This design comes from an exercise in tuning for small area on the open sky130 flow, not from production work. Where RTL was checked, it was by simulation tests only, not by an equivalence proof against the original. Power is estimated from default activity; no workload was simulated.

// powlib_ipmaxi_rd
module powlib_ipmaxi_rd #(
   parameter int MAX_BURST = 128,
   parameter     ID        = "IPMAXI_RD",
   parameter int EAR       = 0,
   parameter int EDBG      = 0,
   parameter int B_BPD     = 4,
   parameter int B_AW      = 32,
   localparam int B_DW     = 8*B_BPD
) (
   input  logic            clk,
   input  logic            rst,
   input  logic [B_AW-1:0] wraddr,
   input  logic [B_DW-1:0] wrdata,
   input  logic            wrvld,
   output logic            wrrdy,
   output logic            wrnf,
   output logic [B_AW-1:0] rdaddr,
   output logic [B_DW-1:0] rddata,
   output logic [1:0]      rdresp,
   output logic            rdvld,
   input  logic            rdrdy,
   output logic [B_AW-1:0] araddr,
   output logic [7:0]      arlen,
   output logic [2:0]      arsize,
   output logic [1:0]      arburst,
   output logic            arvalid,
   input  logic            arready,
   input  logic [B_DW-1:0] rdata,
   input  logic [1:0]      rresp,
   input  logic            rlast,
   input  logic            rvalid,
   output logic            rready
);
Size: about 2,400 cells after synthesis, roughly 620 flip-flops, ~25,000 sq um of cells after synthesis.
clock: 10.0 ns
lec_check: 0
cap_margin: 20
core_margin: 2
core_utilization: 60
cts_buf_list: sky130_fd_sc_hd__clkbuf_4
cts_cluster_diameter: 50
cts_cluster_size: 8
slew_margin: 20
standard.sh (not shown) runs the stock make flow with config.mk's settings and CLKGATE_MAP_FILE= SYNTH_SCRIPT=/design/flow/synth_recipe.tcl, a recipe that flattens the netlist after the stock synthesis.
==> flow/flow/run.sh <==
#!/bin/bash
set -euo pipefail
export BUFFER_PORTS_ARGS="-buffer_cell sky130_fd_sc_hd__buf_1"
bash standard.sh > standard_flow.log 2>&1
Edit:
--- a/flow/design.v
+++ b/flow/design.v
@@ -45,14 +45,14 @@
    logic [6:0]  off_s;
    logic [7:0]  lim_s;
    logic [6:0]  lenm1_s;
    logic        zero_s, short_s, last_s, af_full_s;
    logic        arvalid_s, ar_hs_s, pop_s, push_s, push_hd_s, push_fq_s, fq_take_s;
    logic        beat_s, af_pop_s;
-   logic [29:0] next_addr_s, fq_head_addr_s;
-   logic [31:0] next_len_s, fq_head_len_s;
+   logic [29:0] next_addr_s;
+   logic [31:0] next_len_s;
    logic [7:0]  lo_sum_s;
    assign off_s     = (&hd_addr_q[9:7]) ? hd_addr_q[6:0] : 7'd0;
    assign lim_s     = 8'd128 - {1'b0, off_s};
    assign zero_s    = (hd_len_q == 32'd0);
    assign short_s   = (hd_len_q[31:7] == 25'd0) && (hd_len_q[6:0] <= ~off_s) ;
    assign last_s    = (hd_len_q[31:8] == 24'd0) && (hd_len_q[7:0] <= lim_s);
@@ -62,18 +62,19 @@
    assign ar_hs_s   = arvalid_s && arready;
    assign pop_s     = hd_vld_q && (zero_s || (arready && !af_full_s && last_s));
    assign push_s    = wrvld && !(hd_vld_q && (fq_cnt_q == 3'd7));
    assign push_hd_s = push_s && (fq_cnt_q == 3'd0) && (!hd_vld_q || pop_s);
    assign push_fq_s = push_s && !push_hd_s;
    assign fq_take_s = pop_s && (fq_cnt_q != 3'd0);
-   assign next_addr_s = (&hd_addr_q[9:7]) ? {hd_addr_q[29:10] + 20'd1, 10'd0}
-                                          : {hd_addr_q[29:10], hd_addr_q[9:7] + 3'd1, hd_addr_q[6:0]};
-   assign lo_sum_s    = {1'b0, hd_len_q[6:0]} + {1'b0, off_s};
-   assign next_len_s  = {lo_sum_s[7] ? hd_len_q[31:7] : hd_len_q[31:7] - 25'd1, lo_sum_s[6:0]};
-   assign fq_head_addr_s = fq_addr_q[fq_cnt_q - 3'd1];
-   assign fq_head_len_s  = fq_len_q[fq_cnt_q - 3'd1];
+   logic lastwin_s;
+   assign lastwin_s   = &hd_addr_q[9:7];
+   assign next_addr_s = {hd_addr_q[29:10] + {19'd0, ar_hs_s && lastwin_s},
+                         (ar_hs_s && lastwin_s) ? 10'd0
+                                                : {hd_addr_q[9:7] + {2'd0, ar_hs_s}, hd_addr_q[6:0]}};
+   assign lo_sum_s    = {1'b0, hd_len_q[6:0]} + {1'b0, off_s & {7{ar_hs_s}}};
+   assign next_len_s  = {hd_len_q[31:7] - {24'd0, ar_hs_s && !lo_sum_s[7]}, lo_sum_s[6:0]};
    assign beat_s   = rvalid && rdrdy && (af_cnt_q != 3'd0);
    assign af_pop_s = beat_s && rlast;
    always_ff @(posedge clk or negedge rst) begin
       if (!rst) begin
          hd_vld_q <= 1'b0;
          fq_cnt_q <= 3'd0;
@@ -93,30 +94,27 @@
             2'b10:   af_cnt_q <= af_cnt_q + 3'd1;
             2'b01:   af_cnt_q <= af_cnt_q - 3'd1;
             default: ;
          endcase
       end
    end
-   logic        hd_take_s, hd_in_s, hd_nx_s, hd_hold_s;
-   logic        fq_ld_s, fq_hold_s, af_ld_s, af_hold_s;
+   logic        hd_in_s, hd_nx_s;
+   logic        fq_ld_s, fq_hold_s;
    logic [6:0]  fq_sel_s;
    logic [29:0] hd_addr_d;
    logic [31:0] hd_len_d;
    assign hd_in_s   = push_hd_s;
-   assign hd_nx_s   = ar_hs_s && !last_s;
-   assign hd_hold_s = hd_vld_q && !zero_s && (!arready || (af_cnt_q == 3'd4));
+   assign hd_nx_s   = hd_vld_q && !zero_s && !(arready && !af_cnt_q[2] && last_s);
    always_comb begin
       for (int k = 0; k < 7; k++) begin
          fq_sel_s[k] = pop_s && (fq_cnt_q == 3'(k + 1));
       end
    end
    always_comb begin
-      hd_addr_d = (wraddr[31:2] & {30{hd_in_s}}) | (next_addr_s & {30{hd_nx_s}})
-                | (hd_addr_q & {30{hd_hold_s}});
-      hd_len_d  = (wrdata & {32{hd_in_s}}) | (next_len_s & {32{hd_nx_s}})
-                | (hd_len_q & {32{hd_hold_s}});
+      hd_addr_d = (wraddr[31:2] & {30{hd_in_s}}) | (next_addr_s & {30{hd_nx_s}});
+      hd_len_d  = (wrdata & {32{hd_in_s}}) | (next_len_s & {32{hd_nx_s}});
       for (int k = 0; k < 7; k++) begin
          hd_addr_d = hd_addr_d | (fq_addr_q[k] & {30{fq_sel_s[k]}});
          hd_len_d  = hd_len_d | (fq_len_q[k] & {32{fq_sel_s[k]}});
       end
    end
    always_ff @(posedge clk) begin
@@ -145,19 +143,19 @@
       af_hd_s[0] = !rvalid || !rdrdy || !af_cnt_q[2] && !af_cnt_q[1] && !af_cnt_q[0] || !rlast;
       for (int i = 0; i < 4; i++) begin
          af_hd_s[i] = (i == 0 ? af_hd_s[0] : (!rvalid || !rdrdy || !rlast))
                     && !(arvalid_s && arready && (af_cnt_q == 3'(i)));
       end
    end
-   assign af_lo_inc_s = af_addr_q[0][9:0] + 10'd1;
+   assign af_lo_inc_s = af_addr_q[0][9:0] + {9'd0, af_inc_s};
    always_ff @(posedge clk) begin
       for (int i = 0; i < 4; i++) begin
          af_addr_q[i] <= (hd_addr_q & {30{af_wr_s[i]}})
                        | ((i < 3 ? af_addr_q[(i + 1) % 4] : hd_addr_q) & {30{af_sh_s[i] && (i < 3)}})
-                       | (af_addr_q[i] & {{20{af_hd_s[i]}}, {10{af_hd_s[i] && !(i == 0 && af_inc_s)}}})
-                       | ({20'd0, (i == 0) ? af_lo_inc_s : 10'd0} & {30{(i == 0) && af_inc_s}});
+                       | ({af_addr_q[i][29:10], (i == 0) ? af_lo_inc_s : af_addr_q[i][9:0]}
+                          & {30{af_hd_s[i]}});
       end
    end
    assign wrrdy   = !(hd_vld_q && (fq_cnt_q == 3'd7));
    assign wrnf    = !hd_vld_q || (fq_cnt_q <= 3'd5);
    assign arvalid = arvalid_s;
    assign araddr  = {hd_addr_q, 2'b00};
Worst setup slack improves by 310 ps; via count decreases by 3.2%; area after synthesis fell by about 0.5%; first-iteration DRC count decreases by about 15%; global-route usage goes down by 0.12 points; final area barely changes; wire length falls by 1.1%; utilization went up by 0.12 points; power drops by 8.7%; clock power hardly moves.
No functional check of the RTL was part of the second run of this note.

==> port drivers added, routing unchanged <==
In the flow no input, the clock included, has a driving cell. The finished layouts below were timed again as built, in two steps. Step 1, drivers: a clkbuf_16 drives clk and a buf_2 each remaining input, both assumed. Step 2 adds t to the input delays and takes it off the output delays; t is the mean of the earliest and latest rising clock arrival at the registers after step 1. Input paths then give back, and output paths get back, about the clock's delay inside the block. Three values: ideal, step 1, step 2; two values: the first two.
| run | t, ns | slack for setup (ns) | hold WS [ns] | worst setup path at the end | clock arrival spread, ns |
|---|---|---|---|---|---|
| the first run | 0.885 | 3.387 / 3.332 / 3.801 | 0.472 / 0.472 / 0.472 | register to register | 0.048 / 0.047 |
| the second run | 0.901 | 3.701 / 3.694 / 2.826 | 0.447 / 0.447 / 0.447 | input to register | 0.055 / 0.055 |
After both steps every run listed still meets setup and hold. The setup slack of the second run, which loses most, moves by -0.007 ns with the drivers and by -0.875 ns with both steps.
